This is an optimization exercise on Yosys and OpenROAD, whose aim is small area, a short achievable clock period and few clock cycles, not a production implementation.
The RTL was checked by simulation tests, not by an equivalence proof against the original design.

<file path="config.mk">
export PLATFORM = sky130hd
export DESIGN_NAME = lms_weight_top
export DESIGN_NICKNAME = lms_weight_top
export VERILOG_FILES = /design/flow/design.v
export SDC_FILE = /design/flow/constraint.sdc
export NUM_CORES = 4
export LEC_CHECK = 0
export CAP_MARGIN = 20
export CORE_MARGIN = 2
export CORE_UTILIZATION = 25
export SLEW_MARGIN = 20
</file>
<file path="run.sh">
#!/bin/bash
# synth_recipe.tcl (not shown) runs the flow's synth.tcl, then flattens the netlist and writes it again
# the make line also repeats each setting of config.mk as NAME=value (left out here)
make -C /OpenROAD-flow-scripts/flow DESIGN_CONFIG=/design/flow/config.mk WORK_HOME=/design/flow/orfs CLKGATE_MAP_FILE= SYNTH_SCRIPT=/design/flow/synth_recipe.tcl finish
</file>
<file path="constraint.sdc">
create_clock -name core_clock -period 10.0 [get_ports {clk}]
set_input_delay 2.0000 -clock core_clock [delete_from_list [all_inputs] [get_ports {clk}]]
set_output_delay 2.0000 -clock core_clock [all_outputs]
set_load 0.01 [all_outputs]
</file>
<file path="design.v">
package lms_pkg;
    typedef logic signed [14-1:0] sample_t;
    typedef logic signed [16-1:0] weight_t;
    typedef logic signed [29-1:0] prod_t;
    typedef logic [5-1:0] tap_t;
    typedef enum logic [1:0] {
        UPD_IDLE  = 2'd0,
        UPD_MUL   = 2'd1,
        UPD_DIV   = 2'd2,
        UPD_WRITE = 2'd3
    } upd_state_t;
endpackage
`timescale 1ns/1ps
module lms_req_fifo (
    input  logic                     clk,
    input  logic                     rstn,
    input  logic                     push,
    input  lms_pkg::tap_t            push_tap,
    input  lms_pkg::sample_t         push_err,
    input  lms_pkg::sample_t         push_ref,
    input  logic [32-1:0]  push_power,
    input  logic                     fifo_pop,
    output logic                     fifo_valid,
    output lms_pkg::tap_t            head_tap,
    output lms_pkg::sample_t         head_err,
    output lms_pkg::sample_t         head_ref,
    output logic [32-1:0]  head_power,
    output logic                     credit_return
);
    localparam int DEPTH = 2;
    localparam int PTR_W = (DEPTH > 1) ? $clog2(DEPTH) : 1;
    localparam int CNT_W = $clog2(DEPTH + 1);
    lms_pkg::tap_t            tap_q   [DEPTH];
    lms_pkg::sample_t         err_q   [DEPTH];
    lms_pkg::sample_t         ref_q   [DEPTH];
    logic [32-1:0]  power_q [DEPTH];
    logic [PTR_W-1:0] wr_ptr;
    logic [PTR_W-1:0] rd_ptr;
    logic [CNT_W-1:0] count;
    logic             do_push;
    logic             do_pop;
    assign fifo_valid = (count != '0);
    assign do_pop     = fifo_pop && fifo_valid;
    assign do_push    = push && ((count != CNT_W'(DEPTH)) || do_pop);
    assign credit_return = do_pop;
    assign head_tap   = tap_q[rd_ptr];
    assign head_err   = err_q[rd_ptr];
    assign head_ref   = ref_q[rd_ptr];
    assign head_power = power_q[rd_ptr];
    always_ff @(posedge clk or negedge rstn)
    begin
        if (!rstn)
        begin
            wr_ptr <= '0;
            rd_ptr <= '0;
            count  <= '0;
        end
        else
        begin
            if (do_push)
                wr_ptr <= (wr_ptr == PTR_W'(DEPTH - 1)) ? '0 : wr_ptr + 1'b1;
            if (do_pop)
                rd_ptr <= (rd_ptr == PTR_W'(DEPTH - 1)) ? '0 : rd_ptr + 1'b1;
            case ({do_push, do_pop})
                2'b10:   count <= count + 1'b1;
                2'b01:   count <= count - 1'b1;
                default: count <= count;
            endcase
        end
    end
    always_ff @(posedge clk)
    begin
        if (do_push)
        begin
            tap_q[wr_ptr]   <= push_tap;
            err_q[wr_ptr]   <= push_err;
            ref_q[wr_ptr]   <= push_ref;
            power_q[wr_ptr] <= push_power;
        end
    end
endmodule
`timescale 1ns/1ps
module lms_step_divider (
    input  logic                    clk,
    input  logic                    rstn,
    input  logic                    div_start,
    input  logic [29-1:0]  dividend_mag,
    input  logic [29-1:0]  divisor_mag,
    input  logic                    neg,
    output logic                    div_done,
    output lms_pkg::prod_t          quotient
);
    localparam int W     = 29;
    localparam int CNT_W = $clog2(W);
    logic             busy;
    logic [CNT_W-1:0] bit_cnt;
    logic             last_bit;
    logic [W-1:0] rem;
    logic [W-1:0] q;
    logic [W-1:0] dvs;
    logic         neg_r;
    logic [W:0]   rem_shift;
    logic [W:0]   rem_diff;
    logic         fits;
    logic [W-1:0] rem_next;
    logic [W-1:0] q_next;
    assign rem_shift = {rem, q[W-1]};
    assign rem_diff  = rem_shift - {1'b0, dvs};
    assign fits      = (rem_shift >= {1'b0, dvs});
    assign rem_next  = fits ? rem_diff[W-1:0] : rem_shift[W-1:0];
    assign q_next    = {q[W-2:0], fits};
    assign last_bit = busy && (bit_cnt == CNT_W'(W - 1));
    always_ff @(posedge clk or negedge rstn)
    begin
        if (!rstn)
        begin
            busy     <= 1'b0;
            bit_cnt  <= '0;
            div_done <= 1'b0;
        end
        else
        begin
            div_done <= 1'b0;
            if (div_start)
            begin
                busy    <= 1'b1;
                bit_cnt <= '0;
            end
            else if (last_bit)
            begin
                busy     <= 1'b0;
                div_done <= 1'b1;
            end
            else if (busy)
                bit_cnt <= bit_cnt + 1'b1;
        end
    end
    always_ff @(posedge clk)
    begin
        if (div_start)
        begin
            rem   <= '0;
            q     <= dividend_mag;
            dvs   <= divisor_mag;
            neg_r <= neg;
        end
        else if (busy)
        begin
            rem <= rem_next;
            q   <= q_next;
            if (last_bit)
            begin
                if (dvs == '0)
                    quotient <= '0;
                else
                    quotient <= neg_r ? -lms_pkg::prod_t'(q_next) : lms_pkg::prod_t'(q_next);
            end
        end
    end
endmodule
`timescale 1ns/1ps
module lms_weight_bank (
    input  logic              clk,
    input  logic              rstn,
    input  logic              wr_en,
    input  lms_pkg::tap_t     wr_tap,
    input  lms_pkg::weight_t  wr_data,
    input  lms_pkg::tap_t     cur_tap,
    input  lms_pkg::tap_t     rd_tap,
    output lms_pkg::weight_t  cur_weight,
    output lms_pkg::weight_t  rd_weight
);
    lms_pkg::weight_t weights [32];
    assign cur_weight = weights[cur_tap];
    always_ff @(posedge clk or negedge rstn)
    begin
        if (!rstn)
        begin
            for (int i = 0; i < 32; i++)
                weights[i] <= '0;
        end
        else if (wr_en)
            weights[wr_tap] <= wr_data;
    end
    always_ff @(posedge clk or negedge rstn)
    begin
        if (!rstn)
            rd_weight <= '0;
        else
            rd_weight <= weights[rd_tap];
    end
endmodule
`timescale 1ns/1ps
module lms_update_ctrl (
    input  logic                     clk,
    input  logic                     rstn,
    input  logic                     fifo_valid,
    input  lms_pkg::tap_t            head_tap,
    input  lms_pkg::sample_t         head_err,
    input  lms_pkg::sample_t         head_ref,
    input  logic [32-1:0]  head_power,
    input  lms_pkg::weight_t         cur_weight,
    input  logic                     div_done,
    input  lms_pkg::prod_t           quotient,
    output logic                     fifo_pop,
    output lms_pkg::tap_t            cur_tap,
    output logic                     div_start,
    output logic [29-1:0]   dividend_mag,
    output logic [29-1:0]   divisor_mag,
    output logic                     neg,
    output logic                     wr_en,
    output lms_pkg::tap_t            wr_tap,
    output lms_pkg::weight_t         wr_data,
    output logic                     upd_done,
    output lms_pkg::tap_t            upd_tap
);
    lms_pkg::upd_state_t state;
    lms_pkg::upd_state_t state_nxt;
    lms_pkg::tap_t    tap_r;
    lms_pkg::prod_t   prod_r;
    lms_pkg::prod_t   dvs_r;
    lms_pkg::weight_t old_w_r;
    logic signed [32-1:0] power_shr;
    assign power_shr = $signed(head_power) >>> 5;
    assign fifo_pop = (state == lms_pkg::UPD_IDLE) && fifo_valid;
    always_comb
    begin
        state_nxt = state;
        case (state)
            lms_pkg::UPD_IDLE:
                if (fifo_valid)
                    state_nxt = lms_pkg::UPD_MUL;
            lms_pkg::UPD_MUL:
                state_nxt = lms_pkg::UPD_DIV;
            lms_pkg::UPD_DIV:
                if (div_done)
                    state_nxt = lms_pkg::UPD_WRITE;
            lms_pkg::UPD_WRITE:
                state_nxt = lms_pkg::UPD_IDLE;
            default:
                state_nxt = lms_pkg::UPD_IDLE;
        endcase
    end
    always_ff @(posedge clk or negedge rstn)
    begin
        if (!rstn)
            state <= lms_pkg::UPD_IDLE;
        else
            state <= state_nxt;
    end
    always_ff @(posedge clk)
    begin
        if (fifo_pop)
        begin
            tap_r  <= head_tap;
            prod_r <= lms_pkg::prod_t'(head_err) * lms_pkg::prod_t'(head_ref);
            dvs_r  <= power_shr[29-1:0];
        end
        if (state == lms_pkg::UPD_MUL)
            old_w_r <= cur_weight;
    end
    assign cur_tap = tap_r;
    assign div_start    = (state == lms_pkg::UPD_MUL);
    assign dividend_mag = prod_r[29-1] ? -prod_r : prod_r;
    assign divisor_mag  = dvs_r[29-1] ? -dvs_r : dvs_r;
    assign neg          = prod_r[29-1] ^ dvs_r[29-1];
    assign wr_en    = (state == lms_pkg::UPD_WRITE);
    assign wr_tap   = tap_r;
    assign wr_data  = old_w_r + quotient[16-1:0];
    assign upd_done = (state == lms_pkg::UPD_WRITE);
    assign upd_tap  = tap_r;
endmodule
`timescale 1ns/1ps
module lms_weight_top (
    input  logic                     clk,
    input  logic                     rstn,
    input  logic                     req_valid,
    input  lms_pkg::tap_t            req_tap,
    input  lms_pkg::sample_t         req_err,
    input  lms_pkg::sample_t         req_ref,
    input  logic [32-1:0]  req_power,
    input  lms_pkg::tap_t            rd_tap,
    output logic                     credit_return,
    output logic                     upd_done,
    output lms_pkg::tap_t            upd_tap,
    output lms_pkg::weight_t         rd_weight
);
    logic                     fifo_valid;
    logic                     fifo_pop;
    lms_pkg::tap_t            head_tap;
    lms_pkg::sample_t         head_err;
    lms_pkg::sample_t         head_ref;
    logic [32-1:0]  head_power;
    logic                     div_start;
    logic [29-1:0]   dividend_mag;
    logic [29-1:0]   divisor_mag;
    logic                     neg;
    logic                     div_done;
    lms_pkg::prod_t           quotient;
    lms_pkg::tap_t            cur_tap;
    lms_pkg::weight_t         cur_weight;
    logic                     wr_en;
    lms_pkg::tap_t            wr_tap;
    lms_pkg::weight_t         wr_data;
    lms_req_fifo fifo_i (
        .clk           (clk),
        .rstn          (rstn),
        .push          (req_valid),
        .push_tap      (req_tap),
        .push_err      (req_err),
        .push_ref      (req_ref),
        .push_power    (req_power),
        .fifo_pop      (fifo_pop),
        .fifo_valid    (fifo_valid),
        .head_tap      (head_tap),
        .head_err      (head_err),
        .head_ref      (head_ref),
        .head_power    (head_power),
        .credit_return (credit_return)
    );
    lms_update_ctrl ctrl_i (
        .clk          (clk),
        .rstn         (rstn),
        .fifo_valid   (fifo_valid),
        .head_tap     (head_tap),
        .head_err     (head_err),
        .head_ref     (head_ref),
        .head_power   (head_power),
        .cur_weight   (cur_weight),
        .div_done     (div_done),
        .quotient     (quotient),
        .fifo_pop     (fifo_pop),
        .cur_tap      (cur_tap),
        .div_start    (div_start),
        .dividend_mag (dividend_mag),
        .divisor_mag  (divisor_mag),
        .neg          (neg),
        .wr_en        (wr_en),
        .wr_tap       (wr_tap),
        .wr_data      (wr_data),
        .upd_done     (upd_done),
        .upd_tap      (upd_tap)
    );
    lms_step_divider div_i (
        .clk          (clk),
        .rstn         (rstn),
        .div_start    (div_start),
        .dividend_mag (dividend_mag),
        .divisor_mag  (divisor_mag),
        .neg          (neg),
        .div_done     (div_done),
        .quotient     (quotient)
    );
    lms_weight_bank bank_i (
        .clk        (clk),
        .rstn       (rstn),
        .wr_en      (wr_en),
        .wr_tap     (wr_tap),
        .wr_data    (wr_data),
        .cur_tap    (cur_tap),
        .rd_tap     (rd_tap),
        .cur_weight (cur_weight),
        .rd_weight  (rd_weight)
    );
endmodule
</file>
==> summary.log <==
qor: run_status.run_status finished clean
qor: route.drc_violation_total_after_the_first_tritonroute_iteration 5479
qor: floorplanning.start_util 25.2%
qor: sta.final_min_period_over_clock_period 77.4%
qor: route.drt-wirelength-per-cell 23.9 um
qor: route.drt_pass1_iterations 7
qor: grt.antenna_violations_before_repair 3
qor: synthesis.synth_top_family_by_area compound AO/OA/AOI/OAI gates
qor: clocking.clk_path_buf_depth 3
qor: clocking.clock_tree.htree_level_count 3
qor: synthesis.yosysSeqAreaShare 47.5%
qor: floorplanning.die_w 437 um
qor: worst_setup_path.worst_path_largest_cell_delay 0.95 ns
qor: synthesis.synth.top_cells.by_area sky130_fd_sc_hd__dfrtp_1 (29%), sky130_fd_sc_hd__edfxtp_1 (17%), sky130_fd_sc_hd__fa_1 (8.4%)
qor: final_layout.seqCellArea 22300 um2
qor: worst_setup_path.regToRegStartpoint fifo_i.rd_ptr
qor: sta.slew_worst_pin 1.29 ns
qor: worst_setup_path.worstSetupEndpoint ctrl_i.prod_r[25]
qor: synthesis.leading_cell_type_by_number_of_instances_after_synthesis sky130_fd_sc_hd__nand2_1
qor: worst_hold_path.worst_hold_path_type flip-flop to flip-flop
qor: route.detail_route.drc_violations 0
qor: final_layout.area.growth.synth_to_final 15.4%
qor: route.vias 37700
qor: clocking.numCtsBuffers 87
qor: final_layout.multi_input_comb_area 23000 um2
qor: clocking.clk_root_buffer_cell sky130_fd_sc_hd__clkbuf_16
qor: placement.hpwlAfterDp 98700 um
qor: worst_setup_path.crit_path_end_kind flip-flop
qor: clocking.postCtsSetupBuffers 0
qor: worst_setup_path.timing.critical_path.fanout_max 52
qor: synthesis.yosys.area_share.xor_xnor 2.43%
qor: sta.fin_ws 2.26 ns
qor: synthesis.yosysWarningCount 5
qor: synthesis.synth-edff-count 271
qor: synthesis.ys.flop_type sky130_fd_sc_hd__dfrtp_1
qor: floorplanning.num_io_pins 96
qor: worst_setup_path.worstSetupStartpoint fifo_i.rd_ptr
qor: synthesis.synthDistinctLibCells 79
qor: run.max_cap_viol_count 0
qor: synthesis.synth.ff_latch_count 841
qor: sta.finClkSkew 0.0595 ns
qor: clocking.postCtsHoldBufs 0
qor: synthesis.synth.mux.area_fraction 3.84%
qor: worst_setup_path.worst_r2r_endpoint ctrl_i.prod_r[25]
qor: worst_setup_path.crit_path_top_delay_cell sky130_fd_sc_hd__mux2i_1
qor: worst_setup_path.critical_path.cell_chain mux2i_1 > nor2_1 > fa_1 > inv_1 > fa_1 > inv_1 > fa_1 > fa_1 > fa_1 > inv_1 > fa_1 > inv_1 > ha_1 > and3_1 > a221o_1 > a21oi_1 > nor2b_1 > a31oi_1 > a31oi_1 > a21oi_1 > o311ai_0
qor: route.ant_nets 0
qor: synthesis.synth_top_cell_by_area sky130_fd_sc_hd__dfrtp_1
qor: sta.grt_setup_unrepaired false
qor: synthesis.synth-compound-area-share 18.7%
qor: floorplanning.core_outline_area 186000 um2
qor: worst_setup_path.criticalPathCategory flip-flop to flip-flop
qor: route.finalWirelength 168000 um
qor: worst_setup_path.path_depth_of_the_worst_reg2reg_path 21
qor: sta.period_needed 7.74 ns
qor: clocking.clk_latency 0.73 ns
qor: placement.port_buffers 90
qor: grt.grt_start_max_net_pins 159
qor: grt.grt_overflow 0
qor: synthesis.yosys.area.top_type_share 28.9%
qor: synthesis.synth-adder-area-share 11.7%
qor: worst_setup_path.critical_path_required 10.39 ns
qor: sta.total_negative_setup_slack 0 ns
qor: worst_setup_path.critical_path.startpoint_type flip-flop
qor: grt.grtUsageTotal 17.2%
qor: floorplanning.die_h 437 um
qor: clocking.cts.reportedPaths.clkPinSlew 0.06 ns
qor: placement.routabilityCongestion 0.921
qor: final_layout.finalNetCount 4876
qor: floorplanning.die_area 191000 um2
qor: final_layout.post_route_cells_drive_above_1_share 10.7%
qor: sta.report.final.slew_viol_count 0
qor: synthesis.postSynth.asyncResetShare 64.3%
qor: grt.vias_in_the_first_global_route 36400
qor: sta.report.final.hold_viol_count 0
qor: synthesis.post_synth.cell_area_avg 10.4 um2
qor: placement.place_worst_setup_slack 2.29 ns
qor: floorplanning.row_count 158
qor: clocking.tritoncts done
qor: worst_setup_path.crit_path_frequent_cell sky130_fd_sc_hd__fa_1
qor: synthesis.syn-instance-count 4516
qor: synthesis.synth.cell_area 46800 um2
qor: sta.maxClockFrequency 129 MHz
qor: route.via_per_inst 5.36
qor: final_layout.num-fill-cells 19300
qor: sta.finalSetupViolations 0
qor: sta.max_slew_margin 13.6%
qor: worst_setup_path.rrSetupSlack 2.26 ns
qor: grt.first_pass_grt_wire_length 245000 um
qor: worst_setup_path.worst_ep_arrival_time 8.13 ns
qor: synthesis.synth_simple_gate_area_share 11.3%
qor: clocking.number_of_sinks_handled_by_clock_tree_synthesis 841
qor: clocking.postCtsResizedCells 0
qor: synthesis.yosys-top-cells-count sky130_fd_sc_hd__nand2_1 (632), sky130_fd_sc_hd__dfrtp_1 (541), sky130_fd_sc_hd__o21ai_0 (461), sky130_fd_sc_hd__nor2_1 (311), sky130_fd_sc_hd__inv_1 (280)
area by class of cell:
| class | count | share of cell area, % |
|---|---|---|
| diodes | 3 | 0.0139 |
| clock buffers | 122 | 4.71 |
| clock inverters | 39 | 1.03 |
| inverters | 281 | 1.95 |
| multi-input cells | 3107 | 42.5 |
| flip-flops and latches | 841 | 41.2 |
| well taps | 2480 | 5.75 |
| repair buffers | 167 | 2.80 |
placed cells by master (no fill, tap or decap), types with 104 or more instances in the layout:
| cell type | instances |
|---|---|
| sky130_fd_sc_hd__a22o_1 | 176 |
| sky130_fd_sc_hd__a221oi_1 | 177 |
| sky130_fd_sc_hd__nor2_1 | 246 |
| sky130_fd_sc_hd__a22oi_1 | 129 |
| sky130_fd_sc_hd__ha_1 | 120 |
| sky130_fd_sc_hd__a21oi_1 | 104 |
| sky130_fd_sc_hd__edfxtp_1 | 271 |
| sky130_fd_sc_hd__o21ai_0 | 461 |
| sky130_fd_sc_hd__dfrtp_1 | 539 |
| sky130_fd_sc_hd__nand2_1 | 602 |
| sky130_fd_sc_hd__mux2_2 | 123 |
| sky130_fd_sc_hd__fa_1 | 197 |
| sky130_fd_sc_hd__inv_1 | 279 |
worst min path at each step:
stage	end	startpoint	cells after the start	slack [ns]
after floorplan	div_i.rem[1]	div_i.rem[1]	2	0.46
after global placement	div_i.rem[1]	div_i.rem[1]	2	0.48
after detailed placement	div_i.rem[1]	div_i.rem[1]	2	0.49
after CTS	div_i.rem[3]	div_i.rem[2]	2	0.48
after global routing	div_i.rem[3]	div_i.rem[2]	2	0.51
final	div_i.rem[3]	div_i.rem[2]	2	0.48
kinds of logic (layout without fill, tap and decap cells):
logic type / after synthesis / in the layout
DFF: 841 / 841
muxes: 164 / 164
and+or+nand+nor: 1220 / 1220
adders and majority gates: 318 / 318
buffers and inverters: 569 / 609
xor gates and xnor gates: 130 / 130
other: 1 / 5
AOI/OAI and AO/OA: 1273 / 1273
worst max-delay path: cells and delay by family (launching register included):
| family | cells | cell delay (ns) |
|---|---|---|
| multiplexers | 1 | 0.95 |
| flip-flops | 1 | 0.92 |
| adder cells (fa/ha/maj) | 7 | 3.33 |
| AND/OR/NAND/NOR | 3 | 0.49 |
| buffers and inverters | 4 | 0.21 |
| AO/OA/AOI/OAI | 6 | 1.47 |
state kept, by name (all words and copies together), names as in the netlist:
name	count
bank_i.rd_weight	16
bank_i.weights	512
ctrl_i.dvs_r	27
ctrl_i.old_w_r	16
ctrl_i.prod_r	28
ctrl_i.state	2
ctrl_i.tap_r	5
div_i.bit_cnt	5
div_i.busy	1
div_i.div_done	1
div_i.dvs	29
div_i.neg_r	1
div_i.q	29
div_i.quotient	16
div_i.rem	29
fifo_i.count	2
fifo_i.err_q	28
fifo_i.power_q	54
fifo_i.rd_ptr	1
fifo_i.ref_q	28
fifo_i.tap_q	10
fifo_i.wr_ptr	1
stage by stage:
step,std cells,hold slack (ns),util (%),cell area [um2]
after floorplan,4517,0.463,-,46800
after global placement,6876,0.483,27.4,50900
after detailed placement,6876,0.488,27.4,50900
after CTS,7037,0.481,29.1,54000
after global routing,7037,0.506,29.1,54000
final,7040,0.480,29.1,54000
layer usage:
metal | vias to the layer above | track usage, % | share of wire [%]
li1 | 16100 | - | -
met1 | 18300 | 21.8 | 39
met2 | 2483 | 24.9 | 41
met3 | 775 | 7.42 | 14
met4 | 4 | 8.34 | 6.3
met5 | - | 0 | 0.027
Testbench counts, summed over its fixed seeds: cycles 105,608.

==> re-timing with driven ports <==
The flow's constraints put no driver on any port. The routed layout listed below was extracted and timed again, unchanged, in two steps.
Step 1 (the two cells are an assumption about what drives the block):
set clk [get_ports {clk}]
set_driving_cell -lib_cell sky130_fd_sc_hd__clkbuf_16 $clk
set_driving_cell -lib_cell sky130_fd_sc_hd__buf_2 [delete_from_list [all_inputs] $clk]
Step 2 moves the port delays by t, midway between the first and last clock arrival at a register: inputs arrive t later, outputs are due t later. That takes back most of the time a late clock gives input paths.
Three values: no drivers, after step 1, after step 2; two values: the first two.
t, ns: 0.776
setup slack, ns: 2.261 / 2.261 / 2.261
worst slew at a driven data input, ns: 0.09
cell pins on the clock port's net: 1
After both steps this run still meets setup and hold. For this run, drivers alone change the setup slack by 0.000 ns; drivers and shift together by 0.000 ns.
